This design comes from an exercise in tuning for a short achievable clock period and few clock cycles on the open sky130 flow, not from production work. Only simulation tests tie the RTL to the original design; equivalence was not proved.

==> flow/design.v <==
`timescale 1ns/1ns
package axi_lite_pkg;
  typedef logic [31:0] addr_t;
  typedef logic [31:0] data_t;
  typedef logic [3:0] strb_t;
  typedef enum logic [1:0] {
    RESP_OKAY   = 2'b00,
    RESP_SLVERR = 2'b10
  } resp_t;
endpackage
`timescale 1ns/1ns
package spi_flash_pkg;
  typedef logic [7:0]  opcode_t;
  typedef logic [23:0] flash_addr_t;
  typedef logic [3:0]  dummy_t;
  typedef logic [5:0]  data_len_t;
  typedef logic [7:0]  clkdiv_t;
  typedef logic        cs_idx_t;
  typedef enum logic [2:0] {
    ENG_IDLE,
    ENG_COMMAND,
    ENG_ADDRESS,
    ENG_DUMMY,
    ENG_DATA,
    ENG_FINISH
  } engine_state_t;
  typedef enum logic [1:0] {
    XIP_IDLE,
    XIP_WAIT,
    XIP_RESPOND
  } xip_state_t;
endpackage
`timescale 1ns/1ns
module qspi_regs
(
  input  logic        s_axi_aclk,
  input  logic        s_axi_aresetn,
  input  logic        awvalid_i,
  input  axi_lite_pkg::addr_t       awaddr_i,
  input  logic        wvalid_i,
  input  axi_lite_pkg::data_t       wdata_i,
  input  axi_lite_pkg::strb_t       wstrb_i,
  input  logic        bready_i,
  input  logic        arvalid_i,
  input  axi_lite_pkg::addr_t       araddr_i,
  input  logic        rready_i,
  input  logic        busy_i,
  input  axi_lite_pkg::data_t       rx_data_i,
  output logic        awready_o,
  output logic        wready_o,
  output logic        bvalid_o,
  output axi_lite_pkg::resp_t       bresp_o,
  output logic        arready_o,
  output logic        rvalid_o,
  output axi_lite_pkg::data_t       rdata_o,
  output axi_lite_pkg::resp_t       rresp_o,
  output spi_flash_pkg::clkdiv_t     clkdiv_o,
  output logic        cpol_o,
  output spi_flash_pkg::opcode_t     cmd_o,
  output spi_flash_pkg::flash_addr_t addr_o,
  output logic        addr_en_o,
  output spi_flash_pkg::dummy_t      dummy_o,
  output spi_flash_pkg::data_len_t   data_len_o,
  output logic        write_o,
  output axi_lite_pkg::data_t       tx_data_o,
  output logic        trigger_o,
  output spi_flash_pkg::cs_idx_t     cs_def_o,
  output axi_lite_pkg::addr_t       cs_a0_o,
  output axi_lite_pkg::addr_t       cs_m0_o,
  output axi_lite_pkg::addr_t       cs_a1_o,
  output axi_lite_pkg::addr_t       cs_m1_o
);
  logic        wr_go;
  logic        wr_ok;
  logic        rd_go;
  logic        rd_ok;
  logic [11:0] wr_off;
  logic [11:0] rd_off;
  axi_lite_pkg::data_t       wr_word;
  function automatic axi_lite_pkg::data_t reg_value(input logic [11:0] off);
    case (off)
      12'h000: reg_value = {23'h0, cpol_o, clkdiv_o};
      12'h004:    reg_value = {24'h0, cmd_o};
      12'h008:   reg_value = {8'h0, addr_o};
      12'h00C: begin
        reg_value = {15'h0, write_o, dummy_o, 3'h0, addr_en_o, 2'h0, data_len_o};
      end
      12'h010: reg_value = tx_data_o;
      12'h014: reg_value = rx_data_i;
      12'h018: reg_value = {31'h0, busy_i};
      12'h01C: reg_value = {31'h0, cs_def_o};
      12'h020:  reg_value = cs_a0_o;
      12'h024:  reg_value = cs_m0_o;
      12'h028:  reg_value = cs_a1_o;
      12'h02C:  reg_value = cs_m1_o;
      default:          reg_value = '0;
    endcase
  endfunction
  function automatic logic reg_mapped(input logic [11:0] off);
    reg_mapped = (off[1:0] == 2'b00) && (off <= 12'h02C);
  endfunction
  function automatic axi_lite_pkg::data_t merge(input axi_lite_pkg::data_t old, input axi_lite_pkg::data_t wr_val, input axi_lite_pkg::strb_t strb);
    axi_lite_pkg::data_t res;
    res = old;
    for (int i = 0; i < 4; i++) begin
      if (strb[i]) begin
        res[8*i +: 8] = wr_val[8*i +: 8];
      end
    end
    merge = res;
  endfunction
  assign wr_off  = awaddr_i[11:0];
  assign rd_off  = araddr_i[11:0];
  assign wr_ok   = (awaddr_i < 32'h0000_1000) && reg_mapped(wr_off);
  assign rd_ok   = (araddr_i < 32'h0000_1000) && reg_mapped(rd_off);
  assign wr_word = merge(reg_value(wr_off), wdata_i, wstrb_i);
  assign wr_go = awvalid_i && wvalid_i && !bvalid_o && !awready_o;
  assign rd_go = arvalid_i && !rvalid_o && !arready_o;
  always_ff @(posedge s_axi_aclk or negedge s_axi_aresetn) begin
    if (!s_axi_aresetn) begin
      awready_o  <= 1'b0;
      wready_o   <= 1'b0;
      bvalid_o   <= 1'b0;
      bresp_o    <= axi_lite_pkg::RESP_OKAY;
      trigger_o  <= 1'b0;
      clkdiv_o   <= 8'd4;
      cpol_o     <= 1'b0;
      cmd_o      <= '0;
      addr_o     <= '0;
      addr_en_o  <= 1'b0;
      dummy_o    <= '0;
      data_len_o <= '0;
      write_o    <= 1'b0;
      tx_data_o  <= '0;
      cs_def_o   <= 1'b0;
      cs_a0_o    <= '0;
      cs_m0_o    <= '0;
      cs_a1_o    <= '0;
      cs_m1_o    <= '0;
    end else begin
      awready_o <= wr_go;
      wready_o  <= wr_go;
      trigger_o <= 1'b0;
      if (bvalid_o && bready_i) begin
        bvalid_o <= 1'b0;
      end
      if (awready_o) begin
        bvalid_o <= 1'b1;
        bresp_o  <= wr_ok ? axi_lite_pkg::RESP_OKAY : axi_lite_pkg::RESP_SLVERR;
        if (wr_ok) begin
          case (wr_off)
            12'h000: begin
              clkdiv_o <= wr_word[7:0];
              cpol_o   <= wr_word[8];
            end
            12'h004:  cmd_o <= wr_word[7:0];
            12'h008: addr_o <= wr_word[23:0];
            12'h00C: begin
              data_len_o <= wr_word[5:0];
              addr_en_o  <= wr_word[8];
              dummy_o    <= wr_word[15:12];
              write_o    <= wr_word[16];
            end
            12'h010: tx_data_o <= wr_word;
            12'h018: trigger_o <= wstrb_i[0] & wdata_i[0];
            12'h01C: cs_def_o <= wr_word[0];
            12'h020:  cs_a0_o <= wr_word;
            12'h024:  cs_m0_o <= wr_word;
            12'h028:  cs_a1_o <= wr_word;
            12'h02C:  cs_m1_o <= wr_word;
            default: ;
          endcase
        end
      end
    end
  end
  always_ff @(posedge s_axi_aclk or negedge s_axi_aresetn) begin
    if (!s_axi_aresetn) begin
      arready_o <= 1'b0;
      rvalid_o  <= 1'b0;
      rdata_o   <= '0;
      rresp_o   <= axi_lite_pkg::RESP_OKAY;
    end else begin
      arready_o <= rd_go;
      if (rvalid_o && rready_i) begin
        rvalid_o <= 1'b0;
      end
      if (arready_o) begin
        rvalid_o <= 1'b1;
        rdata_o  <= rd_ok ? reg_value(rd_off) : '0;
        rresp_o  <= rd_ok ? axi_lite_pkg::RESP_OKAY : axi_lite_pkg::RESP_SLVERR;
      end
    end
  end
endmodule
`timescale 1ns/1ns
module qspi_xip_reader
(
  input  logic        s_axi_aclk,
  input  logic        s_axi_aresetn,
  input  logic        arvalid_i,
  input  axi_lite_pkg::addr_t       araddr_i,
  input  logic        rready_i,
  input  logic        busy_i,
  input  logic        done_i,
  input  axi_lite_pkg::data_t       rx_data_i,
  input  spi_flash_pkg::cs_idx_t     cs_def_i,
  input  axi_lite_pkg::addr_t       cs_a0_i,
  input  axi_lite_pkg::addr_t       cs_m0_i,
  input  axi_lite_pkg::addr_t       cs_a1_i,
  input  axi_lite_pkg::addr_t       cs_m1_i,
  output logic        arready_o,
  output logic        rvalid_o,
  output axi_lite_pkg::data_t       rdata_o,
  output logic        start_o,
  output logic        active_o,
  output spi_flash_pkg::flash_addr_t flash_addr_o,
  output spi_flash_pkg::cs_idx_t     cs_idx_o
);
  spi_flash_pkg::xip_state_t state;
  axi_lite_pkg::addr_t      offset;
  spi_flash_pkg::cs_idx_t    cs_pick;
  logic       accept;
  assign offset = araddr_i - 32'h0000_1000;
  assign cs_pick = ((araddr_i & cs_m0_i) == cs_a0_i) ? 1'b0 :
                   ((araddr_i & cs_m1_i) == cs_a1_i) ? 1'b1 : cs_def_i;
  assign accept   = (state == spi_flash_pkg::XIP_IDLE) && arvalid_i && !busy_i;
  assign rvalid_o = (state == spi_flash_pkg::XIP_RESPOND);
  assign active_o = (state != spi_flash_pkg::XIP_IDLE);
  always_ff @(posedge s_axi_aclk or negedge s_axi_aresetn) begin
    if (!s_axi_aresetn) begin
      state     <= spi_flash_pkg::XIP_IDLE;
      arready_o <= 1'b0;
      start_o   <= 1'b0;
    end else begin
      arready_o <= 1'b0;
      start_o   <= 1'b0;
      case (state)
        spi_flash_pkg::XIP_IDLE: begin
          if (accept) begin
            arready_o <= 1'b1;
            start_o   <= 1'b1;
            state     <= spi_flash_pkg::XIP_WAIT;
          end
        end
        spi_flash_pkg::XIP_WAIT: begin
          if (done_i) begin
            state <= spi_flash_pkg::XIP_RESPOND;
          end
        end
        spi_flash_pkg::XIP_RESPOND: begin
          if (rready_i) begin
            state <= spi_flash_pkg::XIP_IDLE;
          end
        end
        default: state <= spi_flash_pkg::XIP_IDLE;
      endcase
    end
  end
  always_ff @(posedge s_axi_aclk) begin
    if (accept) begin
      flash_addr_o <= offset[23:0];
      cs_idx_o     <= cs_pick;
    end
    if (state == spi_flash_pkg::XIP_WAIT && done_i) begin
      rdata_o <= {rx_data_i[7:0], rx_data_i[15:8], rx_data_i[23:16], rx_data_i[31:24]};
    end
  end
endmodule
`timescale 1ns/1ns
module spi_engine
(
  input  logic        s_axi_aclk,
  input  logic        s_axi_aresetn,
  input  logic        start_i,
  input  spi_flash_pkg::clkdiv_t     clkdiv_i,
  input  logic        cpol_i,
  input  spi_flash_pkg::opcode_t     cmd_i,
  input  spi_flash_pkg::flash_addr_t addr_i,
  input  logic        addr_en_i,
  input  spi_flash_pkg::dummy_t      dummy_i,
  input  spi_flash_pkg::data_len_t   data_len_i,
  input  logic        write_i,
  input  axi_lite_pkg::data_t       tx_data_i,
  input  spi_flash_pkg::cs_idx_t     cs_idx_i,
  input  logic        spi_sdi_i,
  output logic        busy_o,
  output logic        done_o,
  output axi_lite_pkg::data_t       rx_data_o,
  output logic        spi_clk_o,
  output logic [1:0]  spi_csn_o,
  output logic        spi_sdo_o
);
  spi_flash_pkg::engine_state_t state;
  spi_flash_pkg::engine_state_t next_phase;
  spi_flash_pkg::clkdiv_t       div_cnt;
  logic          sclk_q;
  spi_flash_pkg::data_len_t     bits_left;
  axi_lite_pkg::data_t         shift_q;
  assign busy_o    = (state != spi_flash_pkg::ENG_IDLE);
  assign done_o    = (state == spi_flash_pkg::ENG_FINISH);
  assign spi_clk_o = cpol_i ^ sclk_q;
  always_comb begin
    next_phase = spi_flash_pkg::ENG_FINISH;
    if (state == spi_flash_pkg::ENG_COMMAND && addr_en_i) begin
      next_phase = spi_flash_pkg::ENG_ADDRESS;
    end else if ((state == spi_flash_pkg::ENG_COMMAND || state == spi_flash_pkg::ENG_ADDRESS) && dummy_i != '0) begin
      next_phase = spi_flash_pkg::ENG_DUMMY;
    end else if (state != spi_flash_pkg::ENG_DATA && data_len_i != '0) begin
      next_phase = spi_flash_pkg::ENG_DATA;
    end
  end
  always_ff @(posedge s_axi_aclk or negedge s_axi_aresetn) begin
    if (!s_axi_aresetn) begin
      state     <= spi_flash_pkg::ENG_IDLE;
      div_cnt   <= '0;
      sclk_q    <= 1'b0;
      bits_left <= '0;
      shift_q   <= '0;
      rx_data_o <= '0;
      spi_csn_o <= 2'b11;
      spi_sdo_o <= 1'b0;
    end else begin
      case (state)
        spi_flash_pkg::ENG_IDLE: begin
          if (start_i) begin
            state     <= spi_flash_pkg::ENG_COMMAND;
            div_cnt   <= '0;
            bits_left <= 6'd8;
            shift_q   <= {cmd_i, 24'h0};
            rx_data_o <= '0;
            spi_csn_o <= ~(2'b01 << cs_idx_i);
          end
        end
        spi_flash_pkg::ENG_FINISH: begin
          state     <= spi_flash_pkg::ENG_IDLE;
          spi_csn_o <= 2'b11;
        end
        default: begin
          if (div_cnt != clkdiv_i) begin
            div_cnt <= div_cnt + 8'd1;
          end else begin
            div_cnt <= '0;
            sclk_q  <= ~sclk_q;
            if (!sclk_q) begin
              spi_sdo_o <= shift_q[31];
              shift_q   <= {shift_q[30:0], 1'b0};
            end else begin
              if (state == spi_flash_pkg::ENG_DATA && !write_i) begin
                rx_data_o <= {rx_data_o[30:0], spi_sdi_i};
              end
              if (bits_left != 6'd1) begin
                bits_left <= bits_left - 6'd1;
              end else begin
                state <= next_phase;
                case (next_phase)
                  spi_flash_pkg::ENG_ADDRESS: begin
                    bits_left <= 6'd24;
                    shift_q   <= {addr_i, 8'h0};
                  end
                  spi_flash_pkg::ENG_DUMMY: begin
                    bits_left <= {2'b00, dummy_i};
                    shift_q   <= '0;
                  end
                  spi_flash_pkg::ENG_DATA: begin
                    bits_left <= data_len_i;
                    shift_q   <= tx_data_i;
                  end
                  default: ;
                endcase
              end
            end
          end
        end
      endcase
    end
  end
endmodule
`timescale 1ns/1ns
module axi_qspi_controller
(
  input  logic       s_axi_aclk,
  input  logic       s_axi_aresetn,
  input  logic       s_axi_awvalid_i,
  input  axi_lite_pkg::addr_t      s_axi_awaddr_i,
  output logic       s_axi_awready_o,
  input  logic       s_axi_wvalid_i,
  input  axi_lite_pkg::data_t      s_axi_wdata_i,
  input  axi_lite_pkg::strb_t      s_axi_wstrb_i,
  output logic       s_axi_wready_o,
  output logic       s_axi_bvalid_o,
  output axi_lite_pkg::resp_t      s_axi_bresp_o,
  input  logic       s_axi_bready_i,
  input  logic       s_axi_arvalid_i,
  input  axi_lite_pkg::addr_t      s_axi_araddr_i,
  output logic       s_axi_arready_o,
  output logic       s_axi_rvalid_o,
  output axi_lite_pkg::data_t      s_axi_rdata_o,
  output axi_lite_pkg::resp_t      s_axi_rresp_o,
  input  logic       s_axi_rready_i,
  output logic       spi_clk_o,
  output logic [1:0] spi_csn_o,
  output logic       spi_sdo_o,
  input  logic       spi_sdi_i
);
  logic        reg_sel;
  logic        regs_arready;
  logic        regs_rvalid;
  axi_lite_pkg::data_t       regs_rdata;
  axi_lite_pkg::resp_t       regs_rresp;
  logic        xip_arready;
  logic        xip_rvalid;
  axi_lite_pkg::data_t       xip_rdata;
  logic        xip_start;
  logic        xip_active;
  spi_flash_pkg::flash_addr_t xip_addr;
  spi_flash_pkg::cs_idx_t     xip_cs;
  spi_flash_pkg::clkdiv_t     clkdiv;
  logic        cpol;
  spi_flash_pkg::opcode_t     reg_cmd;
  spi_flash_pkg::flash_addr_t reg_addr;
  logic        reg_addr_en;
  spi_flash_pkg::dummy_t      reg_dummy;
  spi_flash_pkg::data_len_t   reg_len;
  logic        reg_write;
  axi_lite_pkg::data_t       tx_data;
  logic        trigger;
  spi_flash_pkg::cs_idx_t     cs_def;
  axi_lite_pkg::addr_t       cs_a0;
  axi_lite_pkg::addr_t       cs_m0;
  axi_lite_pkg::addr_t       cs_a1;
  axi_lite_pkg::addr_t       cs_m1;
  logic        busy;
  logic        done;
  axi_lite_pkg::data_t       rx_data;
  assign reg_sel = (s_axi_araddr_i < 32'h0000_1000);
  assign s_axi_arready_o = reg_sel ? regs_arready : xip_arready;
  assign s_axi_rvalid_o = regs_rvalid | xip_rvalid;
  assign s_axi_rdata_o  = regs_rvalid ? regs_rdata : xip_rdata;
  assign s_axi_rresp_o  = regs_rvalid ? regs_rresp : axi_lite_pkg::RESP_OKAY;
  qspi_regs u_regs (
    .s_axi_aclk   (s_axi_aclk),
    .s_axi_aresetn(s_axi_aresetn),
    .awvalid_i    (s_axi_awvalid_i),
    .awaddr_i     (s_axi_awaddr_i),
    .wvalid_i     (s_axi_wvalid_i),
    .wdata_i      (s_axi_wdata_i),
    .wstrb_i      (s_axi_wstrb_i),
    .bready_i     (s_axi_bready_i),
    .arvalid_i    (s_axi_arvalid_i && reg_sel && !xip_rvalid),
    .araddr_i     (s_axi_araddr_i),
    .rready_i     (s_axi_rready_i),
    .busy_i       (busy),
    .rx_data_i    (rx_data),
    .awready_o    (s_axi_awready_o),
    .wready_o     (s_axi_wready_o),
    .bvalid_o     (s_axi_bvalid_o),
    .bresp_o      (s_axi_bresp_o),
    .arready_o    (regs_arready),
    .rvalid_o     (regs_rvalid),
    .rdata_o      (regs_rdata),
    .rresp_o      (regs_rresp),
    .clkdiv_o     (clkdiv),
    .cpol_o       (cpol),
    .cmd_o        (reg_cmd),
    .addr_o       (reg_addr),
    .addr_en_o    (reg_addr_en),
    .dummy_o      (reg_dummy),
    .data_len_o   (reg_len),
    .write_o      (reg_write),
    .tx_data_o    (tx_data),
    .trigger_o    (trigger),
    .cs_def_o     (cs_def),
    .cs_a0_o      (cs_a0),
    .cs_m0_o      (cs_m0),
    .cs_a1_o      (cs_a1),
    .cs_m1_o      (cs_m1)
  );
  qspi_xip_reader u_xip (
    .s_axi_aclk   (s_axi_aclk),
    .s_axi_aresetn(s_axi_aresetn),
    .arvalid_i    (s_axi_arvalid_i && !reg_sel && !regs_rvalid),
    .araddr_i     (s_axi_araddr_i),
    .rready_i     (s_axi_rready_i),
    .busy_i       (busy),
    .done_i       (done),
    .rx_data_i    (rx_data),
    .cs_def_i     (cs_def),
    .cs_a0_i      (cs_a0),
    .cs_m0_i      (cs_m0),
    .cs_a1_i      (cs_a1),
    .cs_m1_i      (cs_m1),
    .arready_o    (xip_arready),
    .rvalid_o     (xip_rvalid),
    .rdata_o      (xip_rdata),
    .start_o      (xip_start),
    .active_o     (xip_active),
    .flash_addr_o (xip_addr),
    .cs_idx_o     (xip_cs)
  );
  spi_engine u_engine (
    .s_axi_aclk   (s_axi_aclk),
    .s_axi_aresetn(s_axi_aresetn),
    .start_i      (xip_start | trigger),
    .clkdiv_i     (clkdiv),
    .cpol_i       (cpol),
    .cmd_i        (xip_active ? 8'h03 : reg_cmd),
    .addr_i       (xip_active ? xip_addr : reg_addr),
    .addr_en_i    (xip_active | reg_addr_en),
    .dummy_i      (xip_active ? 4'h0 : reg_dummy),
    .data_len_i   (xip_active ? 6'd32 : reg_len),
    .write_i      (!xip_active && reg_write),
    .tx_data_i    (tx_data),
    .cs_idx_i     (xip_active ? xip_cs : cs_def),
    .spi_sdi_i    (spi_sdi_i),
    .busy_o       (busy),
    .done_o       (done),
    .rx_data_o    (rx_data),
    .spi_clk_o    (spi_clk_o),
    .spi_csn_o    (spi_csn_o),
    .spi_sdo_o    (spi_sdo_o)
  );
endmodule
==> flow/run.sh <==
#!/bin/bash
# synth_recipe.tcl (not shown) runs the flow's synth.tcl, then flattens the netlist and writes it again
# the make line also repeats each setting of config.mk as NAME=value (left out here)
make -C /OpenROAD-flow-scripts/flow DESIGN_CONFIG=/design/flow/config.mk WORK_HOME=/design/flow/orfs CLKGATE_MAP_FILE= SYNTH_SCRIPT=/design/flow/synth_recipe.tcl finish
==> flow/config.mk <==
export PLATFORM = sky130hd
export DESIGN_NAME = axi_qspi_controller
export DESIGN_NICKNAME = axi_qspi_controller
export VERILOG_FILES = /design/flow/design.v
export SDC_FILE = /design/flow/constraint.sdc
export NUM_CORES = 4
export LEC_CHECK = 0
export CAP_MARGIN = 20
export CORE_MARGIN = 2
export CORE_UTILIZATION = 40
export SLEW_MARGIN = 20
==> flow/constraint.sdc <==
create_clock -name core_clock -period 5.0 [get_ports {s_axi_aclk}]
set_input_delay 1.0000 -clock core_clock [delete_from_list [all_inputs] [get_ports {s_axi_aclk}]]
set_output_delay 1.0000 -clock core_clock [all_outputs]
set_load 0.01 [all_outputs]
==> impl_metrics.ini <==
[run_status]
status = complete, no violations

[flow_run]
cap_violations = 0

[yosys]
synth_top_cells_by_count = nand2_1, dfrtp_1, o21ai_0, mux2_2, clkbuf_1
yosys_register_bits = 398
synth.area.top_cells = dfrtp_1, edfxtp_1, mux2_2
synth-main-ff-cell = dfrtp_1
post-synth-top-count-cell = nand2_1
synth_cell_types = 86
syn-cell-area_mm2 = 0.02152
async_flop_share = 0.8568
synth_top_area_frac = 0.3931
synth-warning-count = 3
synth_edf_count = 57
synth_area_per_cell_um2 = 10.06
yosysSeqAreaShare = 0.4763
syn_inst = 2139
synth_area_leader_cell = dfrtp_1

[timing]
max-slew-margin-rel = 0.2659
clock_skew_ns = 0.03322
finalSetupViolations = 0
hold_viol = 0
fin_tns_setup_ns = 0
tightest_slew_ns = 1.100
timing.fmax_ghz = 0.2174
rsz0062_at_grt = false
worst_slack_ns = 0.4004
drv_slew = 0
hold_slack_ns = 0.4174
period_needed_ns = 4.600
fin_crit_sh = 0.9199

[setup_path]
crit_fanout = 7
critPathRequiredTime_ns = 4.00
ff2ff_path_depth = 6
reg2reg_slack_ns = 1.92
critPathArrivalTime_ns = 3.60
r2r_end = u_engine.shift_q[25]
cp-start-kind = input pin
r2r_start = u_xip.state[1]
cp-end-kind = output pin
path_class = input pin to output pin

[grt]
antenna_found_initial = 5
grt_pass1_wl_um = 131500
grt_max_degree = 113
grt-ovfl-total = 0
grt_use_total = 0.3232
grt_pass1_vias = 18300

[clocking]
clk_pin_slew_ns = 0.06
clock_path_buffers = 3
post_cts_resized = 0
postCtsSetupRepairBufs = 0
cts_tree = done
cts.sinks = 398
clk_latency_ns = 0.61
cts_root_buffer = clkbuf_16
cts.htree.levels = 2
cts_hold_buf = 0
numCtsBuffers = 48

[routing]
vias_per_cell = 6.336
routed-via-count = 19030
wl_um = 90760
routedWlPerCell_um = 30.21
drc = 0
drt_iter0_drc = 2528
drt_pass1_iterations = 7
ant_nets = 0

[layout]
n_antenna_cell = 0
syn2layout_area_growth_pct = 18.78
drive_gt1_frac = 0.1573
fin_nets = 2381
n_fill_cell = 4963

[power]
peakVddDrop_v = 0.0002906
p_per_area_mw_per_mm2 = 377.7
cellLeakagePower_nw = 10.34
fin_total_pwr_mw = 9.652

[floorplanning]
die_x_um = 235.9
die_area_mm2 = 0.05566
row_count = 85
die_y_um = 235.9
core_area_mm2 = 0.05350
start_util = 0.4022
ios = 153

[placed_design]
dp_slack_ns = 0.5491
gp_congestion = 1.009
post-dp-hpwl_um = 65970
port_buffers = 150

[worst_hold_path]
min_path_type = input pin to async pin
-- layer usage --
layer / up-vias / wire [µm] / global-route usage
li1: 8145 / - / -
met1: 9572 / 37650 / 0.4422
met2: 1052 / 39930 / 0.4947
met3: 254 / 8128 / 0.06472
met4: 10 / 4975 / 0.1498
met5: - / 66 / 0
-- report_power, final --
part | internal (mW) | switching, mW
clock | 2.11 | 1.46
sequential | 3.53 | 0.189
combinational | 0.747 | 1.61
total | 6.39 | 3.27
-- sequential cells by signal, summed over array words and instances, names as in the netlist, 2 cells and up --
register	flops
u_regs.cmd_o	8
u_engine.spi_csn_o	2
u_regs.data_len_o	6
u_xip.rdata_o	32
u_regs.cs_a0_o	32
u_engine.state	3
u_regs.rdata_o	32
u_regs.tx_data_o	32
u_regs.dummy_o	4
u_engine.shift_q	32
u_xip.flash_addr_o	24
u_regs.clkdiv_o	8
u_regs.cs_m0_o	32
u_engine.div_cnt	8
u_engine.bits_left	6
u_regs.addr_o	24
u_regs.cs_m1_o	32
u_engine.rx_data_o	32
u_regs.cs_a1_o	32
u_xip.state	2
-- final cells by class --
type / instances / area (µm²) / area share
Inverter: 22 / 82.58 / 0.003231
Multi-Input combinational cell: 1573 / 10680 / 0.4177
Clock inverter: 14 / 161.4 / 0.006316
Sequential cell: 398 / 10250 / 0.4010
Timing Repair Buffer: 226 / 2095 / 0.08196
Tap cell: 696 / 870.8 / 0.03408
Clock buffer: 75 / 1423 / 0.05567
-- kinds of logic after synthesis --
kind of cell               count (synthesis)  synth area share
AOI/OAI and AO/OA                        581            0.1775
xor gates and xnor gates                  91           0.03704
adders and majority gates                  4          0.002326
buffers and inverters                    169           0.03222
DFF                                      398            0.4763
muxes                                    230            0.1305
other                                      1         0.0001743
and+or+nand+nor                          665            0.1439
-- worst max-delay path, cell delays in order --
cell and delay, ns:
clkdlybuf4s50_1 0.58, nor3_1 0.70, nand4_1 0.21, nor2_1 0.24, mux2_2 0.39, clkdlybuf4s50_1 0.49
-- stage by stage --
stage / instance area (µm²) / util / cells
final: 25560 / 0.4777 / 3004
after floorplan: 21520 / - / 2140
after global routing: 25560 / 0.4777 / 3004
after global placement: 23970 / 0.4481 / 2915
after detailed placement: 23970 / 0.4481 / 2915
after CTS: 25550 / 0.4777 / 3004
-- cell usage in the layout (no fill, tap or decap), drive strengths merged, types with 21 or more instances in the layout --
| master | n |
|---|---|
| clkbuf | 75 |
| clkdlybuf4s50 | 145 |
| edfxtp | 57 |
| o21ai | 230 |
| a21oi | 53 |
| mux2 | 141 |
| nor4 | 27 |
| a22o | 33 |
| a211oi | 33 |
| nand3 | 33 |
| nor2 | 63 |
| a22oi | 62 |
| a31oi | 21 |
| buf | 81 |
| nand2 | 397 |
| o2bb2ai | 27 |
| dfrtp | 338 |
| xor2 | 74 |
| mux4 | 26 |
| nand4 | 29 |
| nor3 | 37 |
| mux2i | 63 |
| o31ai | 26 |
-- worst max path at each step --
stage | slack [ns] | startpoint | depth (start not counted) | to
floorplan | 1.21 | s_axi_araddr_i[12] | 5 | u_xip.cs_idx_o
global placement | 0.57 | s_axi_araddr_i[20] | 6 | s_axi_arready_o
detailed placement | 0.55 | s_axi_araddr_i[20] | 6 | s_axi_arready_o
CTS | 0.54 | s_axi_araddr_i[20] | 6 | s_axi_arready_o
global route | 0.33 | s_axi_araddr_i[20] | 6 | s_axi_arready_o
finish | 0.40 | s_axi_araddr_i[20] | 6 | s_axi_arready_o
Testbench counts, summed over its fixed seeds: cycles 260,539.

static timing again, ports no longer ideal:
Ports are ideal in the flow. The routed layout listed here was re-timed in OpenROAD. Step 1 assumes that a clkbuf_16 drives the clock port and a buf_2 every other input. Step 2 adds t to the input delays and takes it off the output delays; t is the mean of the earliest and latest rising clock arrival at the registers after step 1. Input paths then give back, and output paths get back, about the clock's delay inside the block. Three values: no drivers, after step 1, after step 2; two values: the first two.
t (ns): 0.651
setup WS [ns]: 0.400 / 0.359 / 0.359
hold WS [ns]: 0.417 / 0.405 / 0.458
pins driven straight from the clock port: 1
After both steps this run still meets setup and hold. For this run, drivers alone change the setup slack by -0.041 ns; drivers and shift together by -0.041 ns.
